This design comes from an exercise in tuning for small area, a short achievable clock period and few clock cycles per item on the open sky130 flow, not from production work.
At most, simulation tests tie the RTL to the original design; equivalence was not proved.

Setup of violet:
Design iter_multiplier, start of the top module:
module iter_multiplier (
    input  logic        clk,
    input  logic        rst_n,
    input  logic        mul_start,
    input  logic [63:0] a,
    input  logic [63:0] b,
    input  logic [1:0]  op,
    input  logic        word,
    input  logic        next,
    output logic [63:0] mul_result,
    output logic        mul_ok,
    output logic        busy
);
==> flow/config.mk <==
export PLATFORM = sky130hd
export DESIGN_NAME = iter_multiplier
export DESIGN_NICKNAME = iter_multiplier
export VERILOG_FILES = /design/flow/design.v
export SDC_FILE = /design/flow/constraint.sdc
export NUM_CORES = 4
export LEC_CHECK = 0
export CAP_MARGIN = 20
export CORE_MARGIN = 2
export CORE_UTILIZATION = 40
export CTS_CLUSTER_DIAMETER = 60
export CTS_CLUSTER_SIZE = 24
export PLACE_DENSITY = 0.8
export SETUP_SLACK_MARGIN = 4.55
export SLEW_MARGIN = 20
==> flow/constraint.sdc <==
create_clock -name core_clock -period 7.5 [get_ports {clk}]
set_input_delay 1.5000 -clock core_clock [delete_from_list [all_inputs] [get_ports {clk}]]
set_output_delay 1.5000 -clock core_clock [all_outputs]
set_load 0.01 [all_outputs]
standard.sh (not shown) runs the stock make flow with config.mk's settings and CLKGATE_MAP_FILE= SYNTH_SCRIPT=/design/flow/synth_recipe.tcl, a recipe that flattens the netlist after the stock synthesis.
==> flow/flow/run.sh <==
#!/bin/bash
set -e
export BUFFER_PORTS_ARGS="-buffer_cell sky130_fd_sc_hd__buf_1"
bash standard.sh > standard.log 2>&1
violet: no failed stages, no open violations at the end
Testbench counts of violet, summed over its fixed seeds: cycles 23,924, items 2,400.
--- input diff violet..tundra ---
- swapping 4.55 for 4.5 in SETUP_SLACK_MARGIN
- swapping 0.8 for 0.85 in PLACE_DENSITY
- swapping 40 for 50 in CORE_UTILIZATION
==> notes.md <==
Going from violet to tundra, placement-stage cell area shrinks by 0.90%. From violet to tundra the numbers moved as follows: endpoint arrival time on the critical path decreased 0.07 ns; share of cell area taken by flip-flops and latches increased 0.50 points. When the final numbers for tundra and violet were put side by side, the number of antenna violations at the first check in global routing turned out to be greater in violet. tundra against violet: register-to-register slack held; vias after detailed routing rose about 1.3%. Relative to violet, tundra degrades final worst setup slack.
Input changes introduced in yarrow (baseline for comparison: tundra):
- ABC_AREA now 1, previously not set
- PLACE_DENSITY now 0.8, was 0.85
- CORE_UTILIZATION now 40, was 50
==> flow/flow/run.sh <==
#!/bin/bash
set -e
export BUFFER_PORTS_ARGS="-buffer_cell sky130_fd_sc_hd__buf_2"
bash standard.sh > standard.log 2>&1
Findings:
- A critical path startpoint of one_h_q[0]$_SDFF_PP0_ is what yarrow shows, while s_q[13]$_DFF_P_ belongs to tundra.
- Delta (yarrow minus tundra): number of core rows +11, number of antenna cells inserted saw little to no change, relative slew slack decreased by 0.19 points relative to the old numbers, final critical path time including I/O delays and setup rose by 0.026 ns.


== v23 ==
Another version of the RTL of iter_multiplier (not shown whole).
For scale: about 2,700 cells after synthesis, about 280 flip-flops, roughly 200 I/O pins, ~0.026 mm² of cells after synthesis.
clock: 7.5 ns
lec_check: 0
cap_margin: 20
core_margin: 2
core_utilization: 40
setup_slack_margin: 5
slew_margin: 20
run.sh (not shown) runs the stock make flow with config.mk's settings and CLKGATE_MAP_FILE= SYNTH_SCRIPT=/design/flow/synth_recipe.tcl, a recipe that flattens the netlist after the stock synthesis.
Stock flow here: none of the scripts above is used.
Testbench counts of v23, summed over its fixed seeds: cycles 21,979, items 2,400.
> inputs changed (v23 -> v35)
Settings: SETUP_SLACK_MARGIN: 5 -> 4.5.
[summary]
Initial detailed-routing violation count on v35 is up relative to v23. v35 against v23; final instance count without filler cells is down slightly. On via count, v23 loses to v35. Final setup slack of the worst path: higher on v35. Summary of v35 over v23: initial antenna violation count shows an increase of 2; cell area shows a reduction of 6.0%. Clock period minus final worst setup slack was lower in the run labelled v35.
--- input diff v35..v9 ---
Settings: clearing SETUP_SLACK_MARGIN, which used to be 4.5.
### Flow results
- Compared with v35, in v9 unique cell type count in the Yosys netlist held, clock latency at the later pin of the worst-skew pair stayed essentially flat, cell area went down by about 10%.
- The final-layout clock-cell area share number comes out lower for v35 vs v9.
- On v9: count of plain and timing-repair buffers is 138 lower than what v35 gave.
- Diff v35 -> v9: final worst hold slack now smaller, clock skew now larger, post-detailed-routing wire length now smaller.


iter_multiplier, a different RTL version from the one above (not shown whole).
For scale: roughly 2,600 cells after synthesis.
==> flow/config.mk <==
export PLATFORM = sky130hd
export DESIGN_NAME = iter_multiplier
export DESIGN_NICKNAME = iter_multiplier
export VERILOG_FILES = /design/flow/design.v
export SDC_FILE = /design/flow/constraint.sdc
export NUM_CORES = 4
export LEC_CHECK = 0
export CAP_MARGIN = 20
export CORE_MARGIN = 2
export CORE_UTILIZATION = 40
export SETUP_SLACK_MARGIN = 4.5
export SLEW_MARGIN = 20
==> flow/constraint.sdc <==
create_clock -name core_clock -period 7.5 [get_ports {clk}]
set_input_delay 1.5000 -clock core_clock [delete_from_list [all_inputs] [get_ports {clk}]]
set_output_delay 1.5000 -clock core_clock [all_outputs]
set_load 0.01 [all_outputs]
standard.sh (not shown) runs the stock make flow with config.mk's settings and CLKGATE_MAP_FILE= SYNTH_SCRIPT=/design/flow/synth_recipe.tcl, a recipe that flattens the netlist after the stock synthesis.
==> flow/flow/run.sh <==
#!/bin/bash
set -e
export BUFFER_PORTS_ARGS="-buffer_cell sky130_fd_sc_hd__buf_2"
bash standard.sh > standard.log 2>&1
The first run passed the timing, design-rule and antenna checks.
==> next run, changes <==
- SETUP_SLACK_MARGIN: 4.5 -> 4.7
The new run passed the timing, design-rule and antenna checks; area after synthesis is unchanged; count of clock-buffer cells in the layout falls by 8; hold slack loses 11 ps; synthesized cell count is unchanged; via count rises by 3.7%; clock skew rises by 8.6 ps; global-route usage rises by 0.73 points.
No functional check of the RTL was part of any run of this note.


Another version of the RTL of iter_multiplier (not shown whole).
Size: roughly 2600 cells after synthesis, about 310 flip-flops, ~200 I/O pins, about 0.026 sq mm of cells after synthesis.
export LEC_CHECK = 0
export CAP_MARGIN = 20
export CORE_MARGIN = 2
export CORE_UTILIZATION = 40
export SETUP_SLACK_MARGIN = 4.65
export SLEW_MARGIN = 20
create_clock -name core_clock -period 7.5 [get_ports {clk}]
Scripts as last shown in full above: flow/flow/run.sh
Change:
SETUP_SLACK_MARGIN = 4.5   (was 4.65)
Final cell count falls by 1.3%.
Sequential cell count stays the same.
Worst setup slack improved by 0.037 ns.
No run of this note included a check of the RTL's function; only the layout flow was run.


Setup of JK:
iter_multiplier, a different RTL version from the one above (not shown whole).
Size: about 2600 cells after synthesis, ~200 I/O pins, about 26000 sq um of cells after synthesis.
==> flow/config.mk <==
export PLATFORM = sky130hd
export DESIGN_NAME = iter_multiplier
export DESIGN_NICKNAME = iter_multiplier
export VERILOG_FILES = /design/flow/design.v
export SDC_FILE = /design/flow/constraint.sdc
export NUM_CORES = 4
export LEC_CHECK = 0
export CAP_MARGIN = 20
export CORE_MARGIN = 2
export CORE_UTILIZATION = 40
export SETUP_SLACK_MARGIN = 4.7
export SLEW_MARGIN = 20
==> flow/constraint.sdc <==
create_clock -name core_clock -period 7.5 [get_ports {clk}]
set_input_delay 1.5000 -clock core_clock [delete_from_list [all_inputs] [get_ports {clk}]]
set_output_delay 1.5000 -clock core_clock [all_outputs]
set_load 0.01 [all_outputs]
Scripts as last shown in full above: flow/flow/run.sh
JK: full flow OK, the timing, design-rule and antenna checks passed
Modified inputs, MS compared to JK
- SETUP_SLACK_MARGIN now 4.5, was 4.7
--- outcome ---
Both conditions hold for MS: the flow ran to the end and the final layout passed the timing, design-rule and antenna checks.
Compared with JK, MS shows a higher average vias per placed instance.
Non-clock buffer count in MS vs JK: down 138
MS vs JK — routed length on met1 dropped 0.63%.
Against JK, maximum clock frequency in MS came out worse.
Compared with JK, MS improves area of all placed cells without fillers.
[MS] total number of vias fell 498 relative to JK
Overall track demand over capacity in global routing, MS and JK: higher on JK
MS has clock-buffer cell count below what JK had.
Function was not checked in any run of this note: the RTL went through the layout flow alone.


iter_multiplier, a different RTL version from the one above (not shown whole).
Size: roughly 2500 cells after synthesis, ~310 flip-flops, ~0.025 sq mm of cells after synthesis.
// iter_multiplier
module iter_multiplier (
    input  logic        clk,
    input  logic        rst_n,
    input  logic        mul_start,
    input  logic [63:0] a,
    input  logic [63:0] b,
    input  logic [1:0]  op,
    input  logic        word,
    input  logic        next,
    output logic [63:0] mul_result,
    output logic        mul_ok,
    output logic        busy
);
clock: 7.5 ns
lec_check: 0
cap_margin: 20
core_margin: 2
core_utilization: 40
cts_buf_list: sky130_fd_sc_hd__clkbuf_8 sky130_fd_sc_hd__clkbuf_4
setup_slack_margin: 4.5
slew_margin: 20
Scripts as last shown in full above: flow/flow/run.sh
The baseline completed without violations.
Testbench counts at the start, summed over its fixed seeds: cycles 23,924, items 2,400.
==> next run, changes <==
CORE_UTILIZATION = 60   (was 40)
CTS_BUF_LIST = not set   (was sky130_fd_sc_hd__clkbuf_8 sky130_fd_sc_hd__clkbuf_4)
Critical path depth rose by 1; die area goes down by 33%; core utilization went up by 22 points; worst setup slack gets better by 0.012 ns; hold slack degrades by 0.011 ns.
==> next run, changes <==
CORE_UTILIZATION = 40   (was 60)
SETUP_SLACK_MARGIN = 4.7   (was 4.5)
Result: The changed run finished clean. Clock skew barely changes. Worst setup slack improves by 0.059 ns. Non-clock buffer count rose by 132. Worst hold slack gets better by 0.027 ns. Wire length came out higher by about 11%. Via count goes up by 3.1%. Count of clock-buffer cells in the layout goes down by 5.
==> next run, changes <==
==> flow/run.sh (new file) <==
#!/bin/bash
# synth_recipe.tcl (not shown) runs the flow's synth.tcl, then flattens the netlist and writes it again
# the make line also repeats each setting of config.mk as NAME=value (left out here)
make -C /OpenROAD-flow-scripts/flow DESIGN_CONFIG=/design/flow/config.mk WORK_HOME=/design/flow/orfs CLKGATE_MAP_FILE= SYNTH_SCRIPT=/design/flow/synth_recipe.tcl finish
SETUP_SLACK_MARGIN = 4.5   (was 4.7)
removed: flow/flow/run.sh
removed: flow/standard.sh
Result: The changed run ran to the end with no violations. Critical path depth is lower by 10. Via count is lower by 2.7%. Sequential cell count stays the same.


iter_multiplier, a different RTL version from the one above (not shown whole).
Size: ~300 flip-flops, ~27000 um^2 of cells after synthesis.
Settings: LEC_CHECK=0, CAP_MARGIN=20, CORE_MARGIN=2, CORE_UTILIZATION=40, SETUP_SLACK_MARGIN=4.7, SLEW_MARGIN=20; clock period 7.5 ns.
run.sh (not shown) runs the stock make flow with config.mk's settings and CLKGATE_MAP_FILE= SYNTH_SCRIPT=/design/flow/synth_recipe.tcl, a recipe that flattens the netlist after the stock synthesis.
Stock flow here: none of the scripts above is used.
The starting point completed with no timing, DRC or antenna violations.
Testbench counts at the start, summed over its fixed seeds: cycles 23,924, items 2,400.
Next try:
- SETUP_SLACK_MARGIN: 4.7 -> 4.5
Result:
- The changed run completed without violations
- setup slack degrades by 0.0058 ns
- maximum frequency barely changes
- cell area falls by 9.4%
- clock-buffer cell count fell by 2
- synthesized cell count is unchanged
- hold slack barely changes
- utilization is lower by 5.0 points
- non-clock buffer count shrinks by 134


iter_multiplier, a different RTL version from the one above (not shown whole).
For scale: roughly 2,700 cells after synthesis, roughly 200 I/O pins.
==> flow/config.mk <==
export PLATFORM = sky130hd
export DESIGN_NAME = iter_multiplier
export DESIGN_NICKNAME = iter_multiplier
export VERILOG_FILES = /design/flow/design.v
export SDC_FILE = /design/flow/constraint.sdc
export NUM_CORES = 4
export LEC_CHECK = 0
export CAP_MARGIN = 20
export CORE_MARGIN = 2
export CORE_UTILIZATION = 40
export SETUP_SLACK_MARGIN = 4.5
export SLEW_MARGIN = 20
==> flow/constraint.sdc <==
create_clock -name core_clock -period 7.5 [get_ports {clk}]
set_input_delay 1.5000 -clock core_clock [delete_from_list [all_inputs] [get_ports {clk}]]
set_output_delay 1.5000 -clock core_clock [all_outputs]
set_load 0.01 [all_outputs]
The starting point finished clean.
Then changed:
Settings changed: SETUP_SLACK_MARGIN 4.5 to 4.8.
Result: Global-route usage came out higher by 6.2 points. Synthesized area does not change. Die area stays the same. Final area came out higher by 12%. Routed wire length came out higher by 23%. Final cell count came out higher by 5.4%. Setup slack degrades by 0.15 ns. Non-clock buffer count came out higher by 197. Register-to-register slack degrades by 0.15 ns. Core utilization came out higher by 6.3 points.
Function was not checked in any run of this note: the RTL went through the layout flow alone.


RTL: one of the versions met above, not the one the previous note started from.
Size in the first run: ~2500 cells after synthesis, roughly 200 I/O pins.
export LEC_CHECK = 0
export CAP_MARGIN = 20
export CORE_MARGIN = 2
export CORE_UTILIZATION = 40
export SETUP_SLACK_MARGIN = 4.3
export SLEW_MARGIN = 20
create_clock -name core_clock -period 7.5 [get_ports {clk}]
standard.sh (not shown) runs the stock make flow with config.mk's settings and CLKGATE_MAP_FILE= SYNTH_SCRIPT=/design/flow/synth_recipe.tcl, a recipe that flattens the netlist after the stock synthesis.
==> flow/flow/run.sh <==
#!/bin/bash
set -e
export BUFFER_PORTS_ARGS="-buffer_cell sky130_fd_sc_hd__buf_2"
bash standard.sh > standard.log 2>&1
The starting point finished with timing, DRC and antenna clean.
Testbench counts at the start, summed over its fixed seeds: cycles 23,924, items 2,400.
Then changed:
==> flow/flow/run.sh (replaced) <==
#!/bin/bash
set -e
export BUFFER_PORTS_ARGS="-buffer_cell sky130_fd_sc_hd__buf_1"
bash standard.sh > standard.log 2>&1
- CTS_CLUSTER_DIAMETER: not set -> 60
- CTS_CLUSTER_SIZE: not set -> 24
- GPL_ROUTABILITY_DRIVEN: not set -> 0
- PLACE_DENSITY: not set -> 0.8
- SETUP_SLACK_MARGIN: 4.3 -> 4.5
Result: The new run finished with timing, DRC and antenna clean. Die area is unchanged. Clock-buffer cell count came out lower by 32. Global-route usage fell by 1.3 points. Non-clock buffer count goes up by 7. Synthesized cell count is unchanged. Routed wire length falls by 3.9%. Sequential share of layout area rises by 0.32 points. Maximum frequency grows by 6.8%. Setup slack is better by 0.20 ns.
Then changed:
- CTS_CLUSTER_DIAMETER: 60 -> 50
- CTS_CLUSTER_SIZE: 24 -> 32
- GPL_ROUTABILITY_DRIVEN: 0 -> not set
Outcome: The new run went through all stages and came out clean. Cell count increases by 0.35%. Count of clock-buffer cells in the layout increases by 5. Design area increases by 0.98%. Worst setup slack loses 0.078 ns. Utilization increases by 0.43 points. Global-route usage increases by 0.21 points.


## build 76
Another version of the RTL of iter_multiplier (not shown whole).
Size in the first run: about 2500 cells after synthesis, ~300 flip-flops, about 200 I/O pins.
export LEC_CHECK = 0
export CAP_MARGIN = 20
export CORE_MARGIN = 2
export CORE_UTILIZATION = 40
export SETUP_SLACK_MARGIN = 4.5
export SLEW_MARGIN = 20
create_clock -name core_clock -period 7.5 [get_ports {clk}]
==> flow/flow/run.sh <==
#!/bin/bash
set -e
export BUFFER_PORTS_ARGS="-buffer_cell sky130_fd_sc_hd__buf_2"
bash standard.sh > standard.log 2>&1
Looking at the reports, build 76 completed the entire flow and the layout it produced met the timing, design-rule and antenna checks.
Changes in trial 73 relative to build 76:
- changing SETUP_SLACK_MARGIN from 4.5 to 4.6
Notes after the runs:
Sort trial 73 and build 76 by initial antenna violation count desc -> top: trial 73
Trial 73 against build 76: core utilization +1.1 points; clock buffer count -12%; cell area after layout +670 um^2; via count +about 2.3%.
No functional check of the RTL was part of any run of this note.


Another version of the RTL of iter_multiplier (not shown whole).
Size in the first run: roughly 2400 cells after synthesis, ~200 I/O pins, ~24000 sq um of cells after synthesis.
Settings: LEC_CHECK=0, CAP_MARGIN=20, CORE_MARGIN=2, CORE_UTILIZATION=40, CTS_CLUSTER_DIAMETER=60, CTS_CLUSTER_SIZE=24, PLACE_DENSITY=0.8, SETUP_SLACK_MARGIN=4.5, SLEW_MARGIN=20; clock period 7.5 ns.
Scripts as last shown in full above: flow/flow/run.sh
The first run completed without violations.
Next try:
- PLACE_DENSITY: 0.8 -> unset
The changed run completed without violations.
First-iteration DRC count falls by 27%.
Synthesized area does not change.
Sequential share of layout area stays flat.
Worst setup slack is better by 0.15 ns.
No run of this note included a check of the RTL's function; only the layout flow was run.

afterwards: timing with drivers on the ports:
The results above use ideal ports. As a check the final layouts listed here were re-extracted and re-timed, cells and wires unchanged.
Step 1: set_driving_cell puts a clkbuf_16 on clk and a buf_2 on each other input, an assumption about the parent block.
Step 2 also shifts input and output timing later by t, the mid clock arrival at the registers, as if the neighbouring blocks saw the same clock.
Slacks: ideal / step 1 / step 2; pairs: ideal / step 1.
run	shift t [ns]	setup WS [ns]	worst setup path at the end	worst register clock-pin slew, ns	cell pins on the clock port's net
violet	0.657	4.537 / 4.537 / 4.286	input to register	0.10 / 0.10	1
tundra	0.661	4.530 / 4.530 / 4.381	input to register	0.09 / 0.09	1
yarrow	0.664	4.504 / 4.504 / 4.310	input to register	0.09 / 0.09	1
v23	0.622	3.937 / 3.937 / 3.937	register to register	0.07 / 0.07	1
v35	0.611	3.979 / 3.979 / 3.979	register to register	0.06 / 0.06	1
v9	0.623	2.885 / 2.885 / 2.885	register to register	0.07 / 0.07	1
the first run of note 3	0.641	4.382 / 4.382 / 4.382	register to register	0.06 / 0.06	1
the second run of note 3	0.655	4.480 / 4.480 / 4.212	input to register	0.07 / 0.07	1
the first run of note 4	0.627	4.260 / 4.260 / 4.260	register to register	0.07 / 0.07	1
the second run of note 4	0.626	4.297 / 4.297 / 4.297	register to register	0.07 / 0.07	1
JK	0.656	4.662 / 4.595 / 4.271	input to register	0.06 / 0.06	1
MS	0.645	4.534 / 4.473 / 3.964	input to register	0.07 / 0.07	1
the first run of note 6	0.744	4.523 / 4.503 / 4.215	input to register	0.07 / 0.07	1
the second run of note 6	0.627	4.535 / 4.535 / 4.269	input to register	0.06 / 0.06	1
the third run of note 6	0.624	4.594 / 4.594 / 4.445	input to register	0.07 / 0.07	1
the fourth run of note 6	0.616	4.552 / 4.491 / 4.338	input to register	0.07 / 0.07	1
the first run of note 7	0.629	4.481 / 4.481 / 4.426	input to register	0.06 / 0.06	1
the second run of note 7	0.617	4.475 / 4.475 / 4.424	input to register	0.06 / 0.06	1
the first run of note 8	0.624	4.156 / 4.156 / 4.074	input to register	0.06 / 0.06	1
the second run of note 8	0.637	4.001 / 4.001 / 4.001	register to register	0.07 / 0.07	1
the first run of note 9	0.610	4.346 / 4.346 / 4.024	input to register	0.06 / 0.06	1
the second run of note 9	0.639	4.546 / 4.546 / 4.086	input to register	0.10 / 0.10	1
the third run of note 9	0.671	4.468 / 4.468 / 4.014	input to register	0.09 / 0.09	1
build 76	0.617	4.237 / 4.237 / 4.220	input to register	0.06 / 0.06	1
trial 73	0.603	4.275 / 4.275 / 4.177	input to register	0.07 / 0.07	1
the first run of note 11	0.667	4.039 / 4.039 / 4.039	register to register	0.10 / 0.10	1
the second run of note 11	0.633	4.192 / 4.192 / 4.192	register to register	0.09 / 0.09	1
After both steps every run listed still meets setup and hold. The setup slack of MS, which loses most, moves by -0.061 ns with the drivers and by -0.570 ns with both steps.
